Source: an optimization exercise on an open RTL-to-GDS flow (aim: small area). Production flows keep margins and buffers that such runs may drop.
The RTL was checked by simulation tests, not by an equivalence proof against the original design.
The flow treats the clock pin as an ideal source, which a real chip does not have.
Power and IR drop assume default switching activity.

the previous run:
## battle_top
module battle_top
#(
	parameter int FRAME_PERIOD = 1000
) (
	input logic clock,
	input logic rst,
	input logic [3:0] key,
	output battle_pkg::coord_t pix_x,
	output battle_pkg::coord_t pix_y,
	output battle_pkg::colour_t pix_colour,
	output logic plot,
	output battle_pkg::fuel_t fuel,
	output logic turn
);
Size in the first run: ~32 I/O pins, about 0.0032 mm^2 of cells after synthesis.
Settings: LEC_CHECK=0, CAP_MARGIN=20, CORE_MARGIN=2, CORE_UTILIZATION=40, SLEW_MARGIN=20; clock period 10.0 ns.
standard.sh (not shown) runs the stock make flow with config.mk's settings and CLKGATE_MAP_FILE= SYNTH_SCRIPT=/design/flow/synth_recipe.tcl, a recipe that flattens the netlist after the stock synthesis.
==> flow/flow/run.sh <==
#!/bin/bash
# Own layout flow:
#  1. the standard synthesis (standard.sh synth), unchanged;
#  2. the logic between its registers remapped by Yosys/ABC for area
#     (remap.ys with each of remap_*.abc; the smallest result is kept);
#     every register keeps its cell and its name;
#  3. the standard layout (standard.sh) of that netlist, given to ORFS
#     as SYNTH_NETLIST_FILES, with two changes:
#     - the port buffers are sky130_fd_sc_hd__buf_1: each port drives or is
#       driven by one cell, so a larger buffer is not needed;
#     - clock tree synthesis inserts no dummy loads, and a clock buffer
#       whose flip-flop clock pins see a slew over 100 ps is upsized
#       (post_cts.tcl, run as ORFS's POST_CTS_TCL hook).
# Logs: make_synth.log and synth_orfs/ (step 1), yosys_remap_*.log (step 2),
# make.log and orfs/logs (step 3), all in this folder.
set -euo pipefail
work=$(pwd)
plat=$FLOW_PLATFORM
lib=$FLOW_HOME/platforms/$plat/lib/sky130_fd_sc_hd__tt_025C_1v80.lib
dontuse=""
for c in probe_p_8 probec_p_8 lpflow_bleeder_1 lpflow_clkbufkapwr_1 lpflow_clkbufkapwr_16 \
	lpflow_clkbufkapwr_2 lpflow_clkbufkapwr_4 lpflow_clkbufkapwr_8 lpflow_clkinvkapwr_1 \
	lpflow_clkinvkapwr_16 lpflow_clkinvkapwr_2 lpflow_clkinvkapwr_4 lpflow_clkinvkapwr_8 \
	lpflow_decapkapwr_12 lpflow_decapkapwr_3 lpflow_decapkapwr_4 lpflow_decapkapwr_6 \
	lpflow_decapkapwr_8 lpflow_inputiso0n_1 lpflow_inputiso0p_1 lpflow_inputiso1n_1 \
	lpflow_inputiso1p_1 lpflow_inputisolatch_1 lpflow_isobufsrc_1 lpflow_isobufsrc_16 \
	lpflow_isobufsrc_2 lpflow_isobufsrc_4 lpflow_isobufsrc_8 lpflow_isobufsrckapwr_16 \
	lpflow_lsbuf_lh_hl_isowell_tap_1 lpflow_lsbuf_lh_hl_isowell_tap_2 \
	lpflow_lsbuf_lh_hl_isowell_tap_4 lpflow_lsbuf_lh_isowell_4 lpflow_lsbuf_lh_isowell_tap_1 \
	lpflow_lsbuf_lh_isowell_tap_2 lpflow_lsbuf_lh_isowell_tap_4; do
	dontuse="$dontuse -dont_use sky130_fd_sc_hd__$c"
done

# 1. standard synthesis
bash standard.sh synth > make_synth.log 2>&1
cp orfs/results/$plat/battle_top/base/1_2_yosys.v std_synth.v
mv orfs synth_orfs

# 2. remap the logic
# each script in its own Yosys run, four at a time; &deepsyn runs stop
# after a set time
for script in flow/remap_*.abc; do
	name=$(basename $script .abc)
	sed -e "s|@LIB@|$lib|g" -e "s|@TOP@|$FLOW_TOP|g" -e "s|@WORK@|$work|g" \
		-e "s|@DONTUSE@|$dontuse|g" -e "s|@ABC@|$work/$script|g" \
		-e "s|@OUT@|$work/$name.v|g" flow/remap.ys > ${name}_run.ys
	( yosys -l yosys_$name.log ${name}_run.ys > /dev/null 2>&1 && touch $name.ok ) &
	while (( $(jobs -rp | wc -l) >= 4 )); do sleep 1; done
done
wait
best=""
best_area=""
for script in flow/remap_*.abc; do
	name=$(basename $script .abc)
	if [[ -f $name.ok ]]; then
		area=$(grep 'Chip area' yosys_$name.log | tail -1 | awk '{print $NF}')
		echo "$name: $area" >> remap_areas.txt
		if [[ -z "$best" ]] || awk "BEGIN { exit !($area < $best_area) }"; then
			best=$name
			best_area=$area
		fi
	fi
done
[[ -n "$best" ]]
echo "kept: $best" >> remap_areas.txt
cp $best.v remap.v

# 3. layout
export SYNTH_NETLIST_FILES=$work/remap.v
export BUFFER_PORTS_ARGS="-buffer_cell sky130_fd_sc_hd__buf_1"
export CTS_ARGS="-sink_clustering_enable -repair_clock_nets -buf_list sky130_fd_sc_hd__clkbuf_8 -sink_clustering_size 60 -sink_clustering_max_diameter 300 -dont_use_dummy_load"
export POST_CTS_TCL=$work/flow/post_cts.tcl
bash standard.sh > make.log 2>&1
Other scripts of this flow, unchanged in this note and not shown: flow/flow/post_cts.tcl, flow/flow/remap.ys, flow/flow/remap_ds0.abc, flow/flow/remap_ds11.abc, flow/flow/remap_ds3.abc, flow/flow/remap_ds42.abc, flow/flow/remap_g5.abc, flow/flow/remap_h3.abc
Relative to the previous run, the following input files were edited for the current run:
diff --git a/flow/design.v b/flow/design.v
--- a/flow/design.v
+++ b/flow/design.v
@@ -26,63 +26,71 @@
 	input logic [3:0] key,
 	output battle_pkg::coord_t pix_x,
 	output battle_pkg::coord_t pix_y,
 	output battle_pkg::colour_t pix_colour,
 	output logic plot,
 	output battle_pkg::fuel_t fuel,
 	output logic turn
 );
-	logic [1:0] mode;  
+	logic [1:0] mode;
+	logic first_frame;  
 	logic [14:0] q;
 	logic [7:0] px;
 	logic [6:0] py;
 	logic [10:0] c;
 	logic [3:0] jump_st;
 	assign px = q[7:0];
 	assign py = q[14:8];
 	assign c = q[10:0];
 	assign jump_st = q[14:11];
+	logic fire_key, right_key, left_key, jump_key;
+	logic upd;  
+	assign fire_key = ~key[0];
+	assign right_key = ~key[1];
+	assign left_key = ~key[2];
+	assign jump_key = ~key[3];
+	assign upd = mode[1] && (c == 11'd1150);
 	localparam logic [3:0] JUMP_TEN = 4'b0001;
 	localparam logic [3:0] JUMP_ZERO = 4'b0111;  
 	logic [15:0] q_inc;
 	logic [14:0] q_nxt;
 	logic [3:0] njump;
 	logic screen_mode, row_wrap, screen_wrap, map_end, frame_wrap, first_jump;
 	logic walk, erase_end;
 	assign screen_mode = ~mode[1];
 	assign q_inc = {1'b0, q} + 16'd1;
 	assign row_wrap = (px == 8'd255);
 	assign screen_wrap = q_inc[15];
 	assign map_end = screen_wrap && (mode == 2'd1);
 	assign frame_wrap = mode[1] && (c == 11'd2047);
-	assign first_jump = (mode == 2'd2) && row_wrap && q[8];
+	assign first_frame = mode[1] && (jump_st == 4'b0000);
+	assign first_jump = first_frame && row_wrap && q[8];
 	assign walk = mode[1] && c[10] && (c[9:8] == 2'd0) && !c[6];
 	assign erase_end = walk && !c[7] && (c[5:0] == 6'd63);
 	assign q_nxt = q_inc[14:0] |
-		(screen_wrap ? 15'd8 << 8 : 15'd0) |  
+		((screen_wrap && !map_end) ? 15'd8 << 8 : 15'd0) |  
 		((screen_mode && row_wrap && !map_end) ? 15'd96 : 15'd0) |  
 		(map_end ? 15'd1152 : 15'd0) |
 		(erase_end ? 15'd59 : 15'd0) |
 		(frame_wrap ? 15'd989 : 15'd0) |
 		(first_jump ? 15'd330 : 15'd0);
 	always_ff @(posedge clock) begin
 		if (rst) begin
 			mode <= 2'd0;
 			q <= {7'd7, 8'd255};  
 		end else begin
 			q[14:11] <= screen_mode ? q_nxt[14:11] : njump;
 			q[10:0] <= q_nxt[10:0];
 			if (screen_mode) mode <= mode + {1'b0, screen_wrap};
-			else if (first_jump) mode <= 2'd3;
+			else if (upd && fire_key) mode[0] <= ~mode[0];  
 		end
 	end
 	battle_pkg::coord_t a_x, a_y, b_x, b_y;
-	logic upd, rot, hill_px, ground;
-	assign upd = mode[1] && (c == 11'd1150);
+	logic rot, hill_px, ground;
 	logic [4:0] sk;  
 	logic [2:0] sx_hi;  
 	logic [3:0] sy_hi;  
 	assign sx_hi = {px[7] && px[6] && px[5], px[6] ^ px[5], !px[5]};
 	assign sy_hi = py[6:3] - 4'd1;
 	assign sk = {sx_hi[1:0], px[4:2]};
 	assign hill_px = !sx_hi[2] && (
 		sk == 5'd5 || sk == 5'd6 || sk == 5'd7 || sk == 5'd8 || sk == 5'd9 ||
@@ -106,23 +114,18 @@
 		end else begin
 			pix_x = sum_x;
 			pix_y = sum_y;
 			plot = walk;
 			pix_colour = !c[7] ? 3'b000 : (c[5] ? 3'b001 : 3'b010);
 		end
 	end
 	battle_pkg::coord_t nx;
-	logic jump_step_ok, stand, fall, rise, go_right, go_left, move_ok;
+	logic stand, fall, rise, go_right, go_left, move_ok;
 	logic hill_here, hill_right, hill_left;
-	logic fire_key, right_key, left_key, jump_key;
-	assign fire_key = ~key[0];
-	assign right_key = ~key[1];
-	assign left_key = ~key[2];
-	assign jump_key = ~key[3];
 	assign move_ok = upd && !fire_key && (fuel != 5'd0);
 	logic [5:0] ak;
 	logic hk_this, hk_next;
 	assign ak = a_x[7:2];
 	assign hk_this =
 		ak == 6'd9 || ak == 6'd10 || ak == 6'd11 || ak == 6'd12 || ak == 6'd13 ||
 		ak == 6'd19 || ak == 6'd20 || ak == 6'd21 || ak == 6'd22 || ak == 6'd23 ||
 		ak == 6'd29 || ak == 6'd30 || ak == 6'd31 || ak == 6'd32 || ak == 6'd33;
@@ -145,16 +148,17 @@
 	assign y_eq_flat = (a_y == 8'd117);
 	assign on_ground = hill_here ? y_eq_hill : y_eq_flat;
 	assign above_ground = (hill_here ? y_le_hill : y_le_flat) && !on_ground;
 	always_comb begin
 		stand = !jump_key && on_ground;
 		fall = (!jump_key || jump_st == JUMP_ZERO) && above_ground;
 		rise = jump_key && (jump_st != JUMP_ZERO);
 		njump = jump_st;
+		if (first_jump) njump = JUMP_TEN;
 		if (upd) begin
 			if (fire_key) njump = JUMP_TEN;
 			else if (fuel != 5'd0) begin
 				if (stand) njump = JUMP_TEN;
 				else if (fall) njump = JUMP_ZERO;
 				else if (rise) njump = {jump_st[2:0], jump_st[3] ^ jump_st[2]};
 			end
 		end
@@ -195,23 +199,22 @@
 				b_x <= px[0] ? 8'd76 + 8'd15 : 8'd5 + 8'd15;
 				b_y <= 8'd110;
 			end else begin
 				b_x <= nx;
 				b_y <= sum_y;
 			end
 		end
 	end
+	assign turn = mode[1] && mode[0];
 	always_ff @(posedge clock) begin
 		if (rst) begin
-			turn <= 1'b0;
 			fuel <= 5'd30;
 		end else if (upd) begin
 			if (fire_key) begin
-				turn <= ~turn;
 				fuel <= 5'd30;
 			end else if (fuel != 5'd0) begin
 				if (go_right || go_left || rise) fuel <= fuel - 5'd1;
 			end
 		end
 	end
 endmodule
 `default_nettype wire
### Flow results
- Diff the previous run -> the current run: area growth from synthesis to layout increased by 0.19 points relative to the old numbers, core utilization barely changed.
- The post-place instance area number comes out higher for the previous run vs the current run.
- As far as setup TNS after final layout is concerned, the current run and the previous run perform about the same.
- In the tables for the previous run and the current run, detailed placement HPWL reads higher with the previous run.
- The previous run -> the current run: total count of hold-check failures in the final report delta 0, exact match
- The current run against the previous run: power dissipated in the clock network increased about 9%, flip-flop and latch count decreased 1.8%, upper clock frequency limit increased 9.7 MHz, detailed-routed wire length on met2 decreased 3.4%.
- Relative to the previous run, the die area of the current run is lower by about 1%.
- Relative to the previous run, the global placer's final weighted congestion measured on the current run has increased slightly.
- Setup slack: the current run more than the previous run
- Relative to the previous run, the buffer count excluding the clock tree in the final layout measured on the current run has decreased by a few percent.

port drivers added, routing unchanged:
Ports are ideal in the flow. The routed layouts listed here were re-timed in OpenROAD.
Step 1, drivers: a clkbuf_16 drives clock and a buf_2 each remaining input, both assumed.
Step 2 moves the port delays by t, midway between the first and last clock arrival at a register: inputs arrive t later, outputs are due t later. That takes back most of the time a late clock gives input paths.
Slacks: ideal / step 1 / step 2; pairs: ideal / step 1.
| run | t, ns | setup WS [ns] | slew at the worst register clock pin (ns) |
|---|---|---|---|
| the previous run | 0.328 | 1.737 / 1.718 / 1.718 | 0.10 / 0.10 |
| the current run | 0.336 | 2.348 / 2.323 / 2.323 | 0.09 / 0.09 |
After both steps every run listed still meets setup and hold. For the current run, which loses most, drivers alone change the setup slack by -0.025 ns; drivers and shift together by -0.025 ns.
